From an optimization exercise on the open Yosys and OpenROAD flow, aimed at small area; shortcuts taken in it are not production practice.
Function was checked by simulation only, so behaviour that the tests miss may differ from the original.

## flow/run.sh

```bash
#!/bin/bash
# synth_recipe.tcl (not shown) runs the flow's synth.tcl, then flattens the netlist and writes it again
# the make line also repeats each setting of config.mk as NAME=value (left out here)
make -C /OpenROAD-flow-scripts/flow DESIGN_CONFIG=/design/flow/config.mk WORK_HOME=/design/flow/orfs CLKGATE_MAP_FILE= SYNTH_SCRIPT=/design/flow/synth_recipe.tcl finish
```

## flow/constraint.sdc

```tcl
create_clock -name core_clock -period 12.0 [get_ports {MAX10_CLK2_50}]
set_input_delay 2.4000 -clock core_clock [delete_from_list [all_inputs] [get_ports {MAX10_CLK2_50}]]
set_output_delay 2.4000 -clock core_clock [all_outputs]
set_load 0.01 [all_outputs]
```

## flow/design.v

```verilog
`timescale 1ns/1ps
package synthPkg;
	localparam int NumVoices = 4;
	localparam int VoiceIdxW = 2;
	localparam int PhaseW = 32;
	localparam int SampleW = 16;
	localparam int AmpW = 16;
	typedef enum logic [1:0] {
		WaveSaw,
		WaveSquare,
		WaveTriangle,
		WaveOff
	} waveSelT;
	typedef enum logic {
		CfgPhase,
		CfgVoice
	} cfgKindT;
	typedef struct packed {
		logic [13:0]     unused;
		waveSelT         waveSel;
		logic [AmpW-1:0] amplitude;
	} voiceCtlT;
	typedef union packed {
		logic [PhaseW-1:0] phaseIncr;
		voiceCtlT          voiceCtl;
	} cfgWordT;
endpackage
`timescale 1ns/1ps
`timescale 1ns/1ps
`timescale 1ns/1ps
`timescale 1ns/1ps
`timescale 1ns/1ps
module fpgaSynth (
	input  logic        MAX10_CLK2_50,
	input  logic        arstN,
	input  logic        cfgWe,
	input  logic        cfgKind,
	input  logic [1:0]  cfgVoice,
	input  logic [31:0] cfgData,
	output logic        i2sSclk,
	output logic        i2sLrclk,
	output logic        i2sData
);
	logic [7:0]  c;
	logic        fill;
	logic        running;
	logic [1:0]  vIdx;
	logic [2:0]  wrPtr;
	logic [2:0]  rdPtr;
	logic        fallTick;
	logic        loadTick;
	logic        lastVoice;
	logic        firstFrame;
	assign fallTick   = c[2:0] == 3'd7;
	assign loadTick   = c == 8'd255;
	assign lastVoice  = running && vIdx == 2'd3;
	assign firstFrame = fill && c >= 8'd249 && c <= 8'd252;
	logic [31:0] incrReg [4];
	logic [15:0] ampReg  [4];
	logic [1:0]  waveReg [4];
	logic [3:0]  incrSet;
	always_ff @(posedge MAX10_CLK2_50) begin
		if (cfgWe) begin
			if (!cfgKind) incrReg[cfgVoice] <= cfgData;
			else          ampReg[cfgVoice]  <= cfgData[15:0];
		end
	end
	always_ff @(posedge MAX10_CLK2_50 or negedge arstN) begin
		if (!arstN) begin
			for (int v = 0; v < 4; v++) waveReg[v] <= 2'd3;
			incrSet <= '0;
		end else if (cfgWe) begin
			if (!cfgKind) incrSet[cfgVoice] <= 1'b1;
			else          waveReg[cfgVoice] <= cfgData[17:16];
		end
	end
	logic [31:0] ph [4];
	logic [31:0] curPhase;
	logic [31:0] curIncr;
	logic [1:0]  curWave;
	logic [15:0] curAmp;
	logic [14:0] fold;
	logic signed [15:0] waveVal;
	logic signed [17:0] acc;
	logic signed [17:0] accIn;
	logic signed [34:0] macc;
	logic signed [17:0] accNext;
	logic [15:0] mixed;
	assign curPhase = firstFrame ? 32'd0 : ph[0];
	assign curIncr  = incrSet[vIdx] ? incrReg[vIdx] : 32'd0;
	assign curWave  = waveReg[vIdx];
	assign curAmp   = ampReg[vIdx];
	assign fold = curPhase[31] ? ~curPhase[30:16] : curPhase[30:16];
	always_comb begin
		case (curWave)
			2'd0:    waveVal = curPhase[31:16];
			2'd1:    waveVal = curPhase[31] ? 16'sh8000 : 16'sh7fff;
			2'd2:    waveVal = {~fold[14], fold[13:0], 1'b0};
			default: waveVal = '0;
		endcase
	end
	assign accIn   = (vIdx == 2'd0) ? 18'sd0 : acc;
	assign macc    = $signed({accIn, 16'd0}) + waveVal * $signed({1'b0, curAmp});
	assign accNext = macc[33:16];
	always_comb begin
		if (accNext > 18'sd32767)       mixed = 16'h7fff;
		else if (accNext < -18'sd32768) mixed = 16'h8000;
		else                            mixed = accNext[15:0];
	end
	always_ff @(posedge MAX10_CLK2_50) begin
		acc <= accNext;
		if (running) begin
			ph[0] <= ph[1];
			ph[1] <= ph[2];
			ph[2] <= ph[3];
			ph[3] <= curPhase + curIncr;
		end
	end
	logic [15:0] mem [8];
	logic [15:0] head;
	logic [15:0] tx;
	assign head = mem[rdPtr];
	always_ff @(posedge MAX10_CLK2_50) begin
		if (lastVoice) mem[wrPtr] <= mixed;
		if (fallTick) begin
			tx <= loadTick ? {head[14:0], head[15]} : {tx[14:0], tx[15]};
		end
	end
	always_ff @(posedge MAX10_CLK2_50 or negedge arstN) begin
		if (!arstN) begin
			c       <= 8'd248;
			fill    <= 1'b1;
			running <= 1'b0;
			vIdx    <= '0;
			wrPtr   <= '0;
			rdPtr   <= '0;
			i2sData <= 1'b0;
		end else begin
			c <= c + 1'b1;
			if (c == 8'd32) fill <= 1'b0;
			if (running) begin
				vIdx <= vIdx + 1'b1;
				if (vIdx == 2'd3) running <= 1'b0;
			end else if (fill || c == 8'd0) begin
				running <= 1'b1;
			end
			if (lastVoice) wrPtr <= wrPtr + 1'b1;
			if (loadTick) rdPtr <= rdPtr + 1'b1;
			if (fallTick) i2sData <= loadTick ? head[15] : tx[15];
		end
	end
	assign i2sSclk  = c[2];
	assign i2sLrclk = c[7] & ~fill;
endmodule
```

## flow/config.mk

```make
export PLATFORM = sky130hd
export DESIGN_NAME = fpgaSynth
export DESIGN_NICKNAME = fpgaSynth
export VERILOG_FILES = /design/flow/design.v
export SDC_FILE = /design/flow/constraint.sdc
export NUM_CORES = 4
export LEC_CHECK = 0
export CAP_MARGIN = 20
export CORE_MARGIN = 2
export CORE_UTILIZATION = 60
export CTS_BUF_LIST = sky130_fd_sc_hd__clkbuf_4
export SLEW_MARGIN = 20
```

==> results of run 1 <==
[flip-flops by register name (all words and copies together) (netlist names), 8 cells and up]
name	flops
ph	128
acc	18
waveReg	8
mem	128
incrReg	128
c	8
tx	16
ampReg	64
[cells in the mapped netlist (16+ instances only)]
master    count
a21o_1       27
a21oi_1      92
and2_1       44
clkbuf_1     54
dfrtp_1      17
dfxtp_1      18
edfxtp_1    464
fa_1        211
ha_1        154
inv_1       335
mux2_2       21
mux2i_1      34
mux4_2       65
nand2_1     171
nand2b_1     19
nand3_1      16
nor2_1      196
nor2b_1      60
o21a_1       20
o21ai_0      32
xnor2_1      43
xor2_1       17
[kinds of logic (layout without fill, tap and decap cells)]
group,Yosys count,in the layout,synth area share
AOI/OAI and AO/OA,292,292,0.0676
muxes,120,120,0.0679
xor gates and xnor gates,61,61,0.0180
buffers and inverters,413,653,0.0528
adders and majority gates,365,365,0.205
DFF,513,513,0.502
and+or+nand+nor,566,566,0.0874
other,0,2,0
[final cells by class]
type	count	area (sq um)	share of cell area
antenna	2	5.00	0.000151
clock buffer	197	1480	0.0447
clock inverter	40	260	0.00786
inverter	337	1260	0.0382
multi-input combinational	1404	13400	0.406
sequential	513	15100	0.456
tap	672	841	0.0254
timing repair buffer	79	713	0.0215
[worst max-delay path, delay by kind of cell (launching register included)]
family / cells / cell delay, ns
fa+ha+maj: 8 / 4.07
xor+xnor: 1 / 0.20
flops: 1 / 0.64
buf+inv: 5 / 0.63
mux: 1 / 0.17
compound gates: 6 / 2.22
simple gates: 7 / 2.31
[per-layer routing]
layer | vias up | GRT usage
li1 | 8413 | -
met2 | 577 | 0.424
met4 | 0 | 0.0823
met3 | 86 | 0.0606
met1 | 9174 | 0.365
met5 | - | 0
[worst paths after layout]
kind,startpoint,to,slack (ns),depth (start not counted)
max,vIdx[0],mem[3][1],1.47,28
min,ph[1][16],ph[0][16],0.39,0
max reg2reg,vIdx[0],mem[3][1],1.47,28
min reg2reg,ph[1][16],ph[0][16],0.39,0
max in group asynchronous,arstN,vIdx[0],9.74,2
min in group asynchronous,arstN,rdPtr[2],1.88,2
[stage by stage]
stage | setup WS [ns] | cell area, sq um
final | 1.47 | 33100
after global routing | 0.856 | 33100
after CTS | 1.48 | 33100
after detailed placement | 1.47 | 31300
after global placement | 1.77 | 31300
after floorplan | 2.28 | 30100
==> reports/qor.csv, run 1 <==
metric;value;unit
outcome;complete, no violations;
cells after synthesis;2330;
Post-Route WL;65900;um
post-route setup TNS;0;ns
# IOs;41;
post-synthesis area per instance;12.9;sq um
post-synth top area share;0.463;
CP max FO;41;
hold slack;0.392;ns
Final Cycle Share;0.877;
warnings from Yosys;3;
CTS Root Cell;clkbuf_4;
Synth area leaders;edfxtp_1 (46%), fa_1 (14%), ha_1 (6.4%), mux4_2 (4.9%), inv_1 (4.2%);
area grow syn2layout;10.1;%
CORE AREA;49900;sq um
Crit. End Element;register;
slew of the pin with the lowest slew margin;1.14;ns
slowest CP cell;nand3_1;
CTS buffer count;132;
cell taking the most area after synthesis;edfxtp_1;
CTS Buffer Depth;3;
class of the worst hold path;reg -> reg;
Die Wd;228;um
#FFs+latches synth;513;
most common cell after layout, fill and taps aside;edfxtp_1;
die height;228;um
vias in the first global route;19050;
DR pass1 iterations;5;
first-pass GRT wire length;105000;um
critical path data arrival time;11.14;ns
Slew Limit Fails;0;
# setup viols final;0;
Worst-Skew Late Latency;0.94;ns
WL met3;3960;um
DR top layer;met4;
WL/cell;20.3;um
GRT Total Usage;0.265;
initial DRC count;1331;
row count;82;
routability cong.;0.949;
# hold bufs at CTS;0;
RSZ-0062 raised after global routing;false;
vias per cell;5.63;
Final Util;0.664;
area of the die;51900;sq um
Yosys cell types;87;
Most used DFF post-synth;edfxtp_1;
initial core utilization;0.603;
WL met2;32000;um
Seq/Total Area, Yosys;0.502;
Non-Filler Instances;3244;
WP data required;12.62;ns
DRC Markers;0;
post-placement cell count;3003;
Post-Syn Area;30100;sq um
CP Launch Type;register;
relative slew slack;0.238;
Layout Skew;0.0691;ns
initial antenna violation count;3;
EDFF count, synth;464;
Max Fclk;95.0;MHz
largest net degree at the start of global routing;73;
M1 wire length;28600;um
Worst-path clk slew;0.06;ns
# Post-CTS Setup Buffers;0;
minimum clock period;10.53;ns
most frequent cells in the layout;edfxtp_1 (464), inv_1 (335), fa_1 (211), clkbuf_4 (197), nor2_1 (194);
total gr overflow;0;
Largest stage delay, worst path;0.71;ns
Fin. Hold Viols;0;
Port Buffers;40;
vias;18250;
Post-DP HPWL;47400;um
Post-Syn Nets;2733;
WS Path Type;reg -> reg;
Async SR Flop Fraction;0.0604;
Max Cap Viol;0;
deepest level of the CTS H-tree;4;
CTS sink count;513;
fraction of layout cells with a size suffix above 1;0.161;
Fillers;3806;
CTS resizes;0;
nets;2870;
Antenna Violating Nets Remaining;0;
most used cell, CP;fa_1;
CTS tree;yes;
==> inputs of run 2 (changes only) <==
--- a/flow/config.mk
+++ b/flow/config.mk
@@ -7,6 +7,5 @@
 export LEC_CHECK = 0
 export CAP_MARGIN = 20
 export CORE_MARGIN = 2
-export CORE_UTILIZATION = 60
-export CTS_BUF_LIST = sky130_fd_sc_hd__clkbuf_4
+export CORE_UTILIZATION = 40
 export SLEW_MARGIN = 20
==> run 2 against run 1 <==
Highest routed layer unchanged. Final area rose by 0.68%. Cell count rose by 4.7%.
==> reports/qor.csv, run 2 <==
metric;value;unit;change
EDFF count, synth;464;;unchanged
critical path data arrival time;11.12;ns;was 11.14 ns
CTS Root Cell;clkbuf_16;;was clkbuf_4
largest family of logic cells by synthesized area;adder cells;;unchanged
Non-Filler Instances;3396;;was 3244
Final Worst Setup Slack;1.16;ns;was 1.47 ns
Hold Crit Endpoint;ph[0][7];;was ph[0][16]
Worst path top cell family by delay;adder cells;;unchanged
row count;100;;was 82
GRT Total Usage;0.178;;was 0.265
minimum clock period;10.84;ns;was 10.53 ns
# hold bufs at CTS;0;;unchanged
Worst-path clk slew;0.06;ns;about the same
Post-Route WL;67400;um;was 65900 um
WP data required;12.29;ns;was 12.62 ns
Post-DP HPWL;49200;um;was 47400 um
post-synthesis area per instance;12.9;sq um;unchanged
Fillers;6666;;was 3806
Yosys cell types;87;;unchanged
pre-CTS setup slack;1.30;ns;was 1.47 ns
warnings from Yosys;3;;unchanged
reg-to-reg slack, setup;1.16;ns;was 1.47 ns
Simple-Gate Fraction of Synth Area;0.0874;;unchanged
hold slack;0.412;ns;was 0.392 ns
initial antenna violation count;0;;was 3
top-count cell post-synth;edfxtp_1;;unchanged
cell taking the most area after synthesis;edfxtp_1;;unchanged
Worst Path Buf+Inv;6;;was 5
DRC Markers;0;;unchanged
Compound-Gate Fraction of Synth Area;0.0676;;unchanged
# Post-CTS Setup Buffers;0;;unchanged
vias per cell;5.22;;was 5.63
most common cell after layout, fill and taps aside;edfxtp_1;;unchanged
CTS Buffer Depth;3;;unchanged
Layout Skew;0.0142;ns;was 0.0691 ns
xor and xnor fraction of the mapped netlist area;0.0180;;unchanged
total gr overflow;0;;unchanged
# IOs;41;;unchanged
area of the die;77400;sq um;was 51900 sq um
Final Util;0.448;;was 0.664
DR pass1 iterations;5;;unchanged
initial core utilization;0.404;;was 0.603
most frequent cells in the layout;edfxtp_1 (464), inv_1 (335), fa_1 (211), nor2_1 (194), nand2_1 (171);;was edfxtp_1 (464), inv_1 (335), fa_1 (211), clkbuf_4 (197), nor2_1 (194)
Slew Limit Fails;0;;unchanged
deepest level of the CTS H-tree;2;;was 4
r2r startpoint;vIdx[0];;unchanged
Crit. End Element;register;;unchanged
CTS resizes;0;;unchanged
Max Cap Viol;0;;unchanged
CTS sink count;513;;unchanged
die height;278;um;was 228 um
Worst Hold Launch;ph[1][7];;was ph[1][16]
most used cell, CP;fa_1;;unchanged
Largest stage delay, worst path;0.80;ns;was 0.71 ns
most frequent cells after synthesis;edfxtp_1 (464), inv_1 (335), fa_1 (211);;unchanged
Antenna Violating Nets Remaining;0;;unchanged
largest net degree at the start of global routing;90;;was 73
WHS Path Cells;0;;unchanged
Post-Syn Area;30100;sq um;unchanged
Max Fclk;92.3;MHz;was 95.0 MHz
mux contribution to synthesized area;0.0679;;unchanged
Post-Syn Nets;2733;;unchanged
RSZ-0062 raised after global routing;false;;unchanged
DP Area;31700;sq um;was 31300 sq um
Fin. Hold Viols;0;;unchanged
Die Wd;278;um;was 228 um
# setup viols final;0;;unchanged
Largest regs;incrReg: 128 flops, mem: 128 flops, ph: 128 flops;;unchanged
fraction of layout cells with a size suffix above 1;0.114;;was 0.161
Synth area leaders;edfxtp_1 (46%), fa_1 (14%), ha_1 (6.4%), mux4_2 (4.9%), inv_1 (4.2%);;unchanged
CTS tree;yes;;unchanged
CP Launch Type;register;;unchanged
Finished Cell Area;33300;sq um;was 33100 sq um
CP max FO;22;;was 41
footprint of the multi-input gates;13500;sq um;was 13400 sq um
#FFs+latches synth;513;;unchanged
Seq/Total Area, Yosys;0.502;;unchanged
CORE AREA;74400;sq um;was 49900 sq um
Worst-Skew Late Latency;0.60;ns;was 0.94 ns
Sequential Area;15100;sq um;unchanged
class of the worst hold path;reg -> reg;;unchanged
vias;17744;;was 18250
WS Path Type;reg -> reg;;unchanged
post-placement cell count;3300;;was 3003
Port Buffers;40;;unchanged
post-route setup TNS;0;ns;unchanged
nets;2787;;was 2870
post-synthesis adder-cell area fraction;0.205;;unchanged
Most used DFF post-synth;edfxtp_1;;unchanged
first-pass GRT wire length;107000;um;was 105000 um
CTS buffer count;50;;was 132
WL/cell;19.9;um;was 20.3 um
vias in the first global route;18605;;was 19050
depth of the most critical reg-to-reg path;28;;unchanged
outcome;complete, no violations;;unchanged
area grow syn2layout;10.8;%;was 10.1%
initial DRC count;1313;;was 1331
cells after synthesis;2330;;unchanged
Final Cycle Share;0.903;;was 0.877
slew of the pin with the lowest slew margin;1.10;ns;was 1.14 ns
slowest CP cell;nand3_1;;unchanged
post-synth top area share;0.463;;unchanged
routability cong.;0.933;;was 0.949
reg-to-reg critical path endpoint;mem[4][3];;was mem[3][1]
Async SR Flop Fraction;0.0604;;unchanged
relative slew slack;0.265;;was 0.238
run 2: cell counts after synthesis:
Identical to the previous run, type by type.
run 2: logic make-up (layout without fill, tap and decap cells):
logic type / count (synthesis) / in the layout
mux: 120 / 120
flops: 513 / 513
fa+ha+maj: 365 / 365
buf+inv: 413 / 509
compound gates: 292 / 292
xor+xnor: 61 / 61
simple gates: 566 / 566
other cells: 0 / 1
run 2: worst max-delay path by stage:
| stage | from | to | slack (ns) | cells after the start |
|---|---|---|---|---|
| global route | vIdx[0] | mem[4][3] | 0.46 | 28 |
| CTS | vIdx[0] | mem[4][3] | 1.23 | 28 |
| global placement | vIdx[0] | mem[4][3] | 1.66 | 29 |
| finish | vIdx[0] | mem[4][3] | 1.16 | 28 |
| floorplan | vIdx[1] | mem[0][13] | 2.28 | 37 |
| detailed placement | vIdx[0] | mem[5][3] | 1.30 | 29 |
run 2: area by class of cell:
class | instances | share of cell area
multi-input cells | 1404 | 0.404
well taps | 969 | 0.0364
clock buffers | 67 | 0.0407
repair buffers | 78 | 0.0213
diodes | 1 | 0.0000751
flip-flops and latches | 513 | 0.453
inverters | 337 | 0.0380
clock inverters | 27 | 0.00616
run 2: metal layers:
layer | share of wire | up-vias | global-route usage
met3 | 0.051 | 105 | 0.0248
met4 | 0.024 | 0 | 0.0499
met2 | 0.47 | 478 | 0.291
met5 | 0 | - | 0
li1 | - | 8148 | -
met1 | 0.46 | 9013 | 0.249
==> inputs of run 3 (changes only) <==
--- a/flow/config.mk
+++ b/flow/config.mk
@@ -8,4 +8,7 @@
 export CAP_MARGIN = 20
 export CORE_MARGIN = 2
 export CORE_UTILIZATION = 40
+export CTS_BUF_LIST = sky130_fd_sc_hd__clkbuf_8
+export CTS_CLUSTER_SIZE = 40
+export HOLD_SLACK_MARGIN = 0
 export SLEW_MARGIN = 20
==> run 3 against run 2 <==
Highest routed layer unchanged. Critical path type unchanged. Global-route usage grew 0.22 points. Hold slack got worse by 0.0076 ns. Largest cell class unchanged. Clock skew grew 0.022 ns.
==> reports/qor.csv, run 3 <==
metric;value;unit;change
routability cong.;0.933;;unchanged
Port Buffers;40;;unchanged
xor and xnor fraction of the mapped netlist area;0.0180;;unchanged
critical path data arrival time;11.24;ns;was 11.12 ns
cells after synthesis;2330;;unchanged
Layout Skew;0.0366;ns;was 0.0142 ns
EDFF count, synth;464;;unchanged
warnings from Yosys;3;;unchanged
footprint of the multi-input gates;13500;sq um;unchanged
deepest level of the CTS H-tree;3;;was 2
Fin. Hold Viols;0;;unchanged
Max Cap Viol;0;;unchanged
most common cell after layout, fill and taps aside;edfxtp_1;;unchanged
post-synthesis adder-cell area fraction;0.205;;unchanged
Crit. End Element;register;;unchanged
CTS Buffer Depth;3;;unchanged
Sequential Area;15100;sq um;unchanged
vias;17860;;was 17744
first-pass GRT wire length;108000;um;was 107000 um
largest family of logic cells by synthesized area;adder cells;;unchanged
Worst Path Buf+Inv;6;;unchanged
Seq/Total Area, Yosys;0.502;;unchanged
Antenna Violating Nets Remaining;0;;unchanged
top-count cell post-synth;edfxtp_1;;unchanged
relative slew slack;0.262;;was 0.265
RSZ-0062 raised after global routing;false;;unchanged
Compound-Gate Fraction of Synth Area;0.0676;;unchanged
post-synthesis area per instance;12.9;sq um;unchanged
WP data required;12.36;ns;was 12.29 ns
CP Launch Type;register;;unchanged
CORE AREA;74400;sq um;unchanged
Non-Filler Instances;3450;;was 3396
post-synth top area share;0.463;;unchanged
reg-to-reg slack, setup;1.13;ns;was 1.16 ns
WL/cell;19.7;um;was 19.9 um
cell taking the most area after synthesis;edfxtp_1;;unchanged
area of the die;77400;sq um;unchanged
initial antenna violation count;1;;was 0
most frequent cells after synthesis;edfxtp_1 (464), inv_1 (335), fa_1 (211);;unchanged
total gr overflow;0;;unchanged
# setup viols final;0;;unchanged
post-placement cell count;3300;;unchanged
Max Fclk;92.0;MHz;was 92.3 MHz
Most used DFF post-synth;edfxtp_1;;unchanged
# IOs;41;;unchanged
# Post-CTS Setup Buffers;0;;unchanged
initial core utilization;0.404;;unchanged
Async SR Flop Fraction;0.0604;;unchanged
GRT Total Usage;0.180;;was 0.178
slew of the pin with the lowest slew margin;1.10;ns;about the same
row count;100;;unchanged
vias in the first global route;18901;;was 18605
vias per cell;5.18;;was 5.22
Fillers;6698;;was 6666
CTS Root Cell;clkbuf_8;;was clkbuf_16
mux contribution to synthesized area;0.0679;;unchanged
most frequent cells in the layout;edfxtp_1 (464), inv_1 (364), fa_1 (211), nor2_1 (194), nand2_1 (171);;was edfxtp_1 (464), inv_1 (335), fa_1 (211), nor2_1 (194), nand2_1 (171)
WS Path Type;reg -> reg;;unchanged
CTS tree;yes;;unchanged
slowest CP cell;nand3_1;;unchanged
die height;278;um;unchanged
Final Cycle Share;0.906;;was 0.903
# hold bufs at CTS;0;;unchanged
post-route setup TNS;0;ns;unchanged
class of the worst hold path;reg -> reg;;unchanged
Slew Limit Fails;0;;unchanged
fraction of layout cells with a size suffix above 1;0.125;;was 0.114
#FFs+latches synth;513;;unchanged
DRC Markers;0;;unchanged
CTS sink count;513;;unchanged
Post-Syn Nets;2733;;unchanged
Worst-Skew Late Latency;0.69;ns;was 0.60 ns
Largest regs;incrReg: 128 flops, mem: 128 flops, ph: 128 flops;;unchanged
nets;2821;;was 2787
largest net degree at the start of global routing;90;;unchanged
Yosys cell types;87;;unchanged
CP max FO;22;;unchanged
most used cell, CP;fa_1;;unchanged
Largest stage delay, worst path;0.77;ns;was 0.80 ns
area grow syn2layout;10.7;%;was 10.8%
Post-DP HPWL;49200;um;unchanged
Synth area leaders;edfxtp_1 (46%), fa_1 (14%), ha_1 (6.4%), mux4_2 (4.9%), inv_1 (4.2%);;unchanged
Post-Route WL;68000;um;was 67400 um
outcome;complete, no violations;;unchanged
CTS resizes;0;;unchanged
Worst path top cell family by delay;adder cells;;unchanged
minimum clock period;10.87;ns;was 10.84 ns
Worst-path clk slew;0.06;ns;about the same
Post-Syn Area;30100;sq um;unchanged
CTS buffer count;84;;was 50
initial DRC count;1259;;was 1313
Die Wd;278;um;unchanged
Simple-Gate Fraction of Synth Area;0.0874;;unchanged
DR pass1 iterations;7;;was 5
-- run 3: cell types whose count changed in the layout (fill, tap and decap cells not counted), sizes merged --
cell,delta
inv,+28
clkbuf,+22
bufinv,-2
clkinv,+4
clkinvlp,+2
-- run 3: through the flow --
stage	worst slack, ns	utilization	hold WS (ns)	instance area [sq um]
2_1_floorplan	2.28	-	0.400	30100
3_3_place_gp	1.66	0.426	0.401	31700
3_5_place_dp	1.30	0.426	0.405	31700
4_1_cts	1.22	0.447	0.397	33300
5_1_grt	0.455	0.447	0.400	33300
6_report	1.13	0.447	0.404	33300
-- run 3: cells by family (layout without fill, tap and decap cells) --
logic type                 after synthesis  after routing
muxes                                  120            120
and+or+nand+nor                        566            566
adders and majority gates              365            365
xor gates and xnor gates                61             61
AOI/OAI and AO/OA                      292            292
buffers and inverters                  413            563
other                                    0              1
DFF                                    513            513
-- run 3: path summary, 6_finish.rpt --
check                         start   endpoint  depth (start not counted)
hold reg to reg            ph[3][3]   ph[2][3]                          0
setup / recovery            vIdx[0]  mem[4][3]                         28
max in group asynchronous     arstN    running                          2
setup reg to reg            vIdx[0]  mem[4][3]                         28
hold / removal             ph[3][3]   ph[2][3]                          0
min in group asynchronous     arstN    i2sData                          1
-- run 3: metal layers --
metal | track usage | routed length, um | up-vias
li1 | - | - | 8225
met4 | 0.0586 | 1650 | 0
met5 | 0 | 0 | -
met3 | 0.0302 | 3470 | 113
met1 | 0.248 | 31000 | 9050
met2 | 0.292 | 31900 | 472
-- run 3: layout make-up --
cell class / count / share of cell area
clock inverter: 59 / 0.00865
tap: 969 / 0.0364
timing repair buffer: 78 / 0.0213
multi-input combinational: 1404 / 0.405
antenna: 1 / 0.0000752
inverter: 337 / 0.0380
sequential: 513 / 0.454
clock buffer: 89 / 0.0368

==> afterwards: timing with drivers on the ports <==
The results above use ideal ports. As a check the final layouts listed here were re-extracted and re-timed, cells and wires unchanged. Step 1 assumes that a clkbuf_16 drives the clock port and a buf_2 every other input. Step 2 moves the port delays by t, midway between the first and last clock arrival at a register: inputs arrive t later, outputs are due t later. That takes back most of the time a late clock gives input paths. Three values: ideal ports, drivers, drivers and shift; two values: the first two.
| run | t, ns | setup slack, ns | latest minus earliest clock arrival (ns) |
|---|---|---|---|
| run 1 | 0.954 | 1.475 / 1.475 / 1.475 | 0.069 / 0.070 |
| run 2 | 0.653 | 1.165 / 1.165 / 1.165 | 0.015 / 0.014 |
| run 3 | 0.734 | 1.129 / 1.129 / 1.129 | 0.037 / 0.037 |
After both steps every run listed still meets setup and hold.
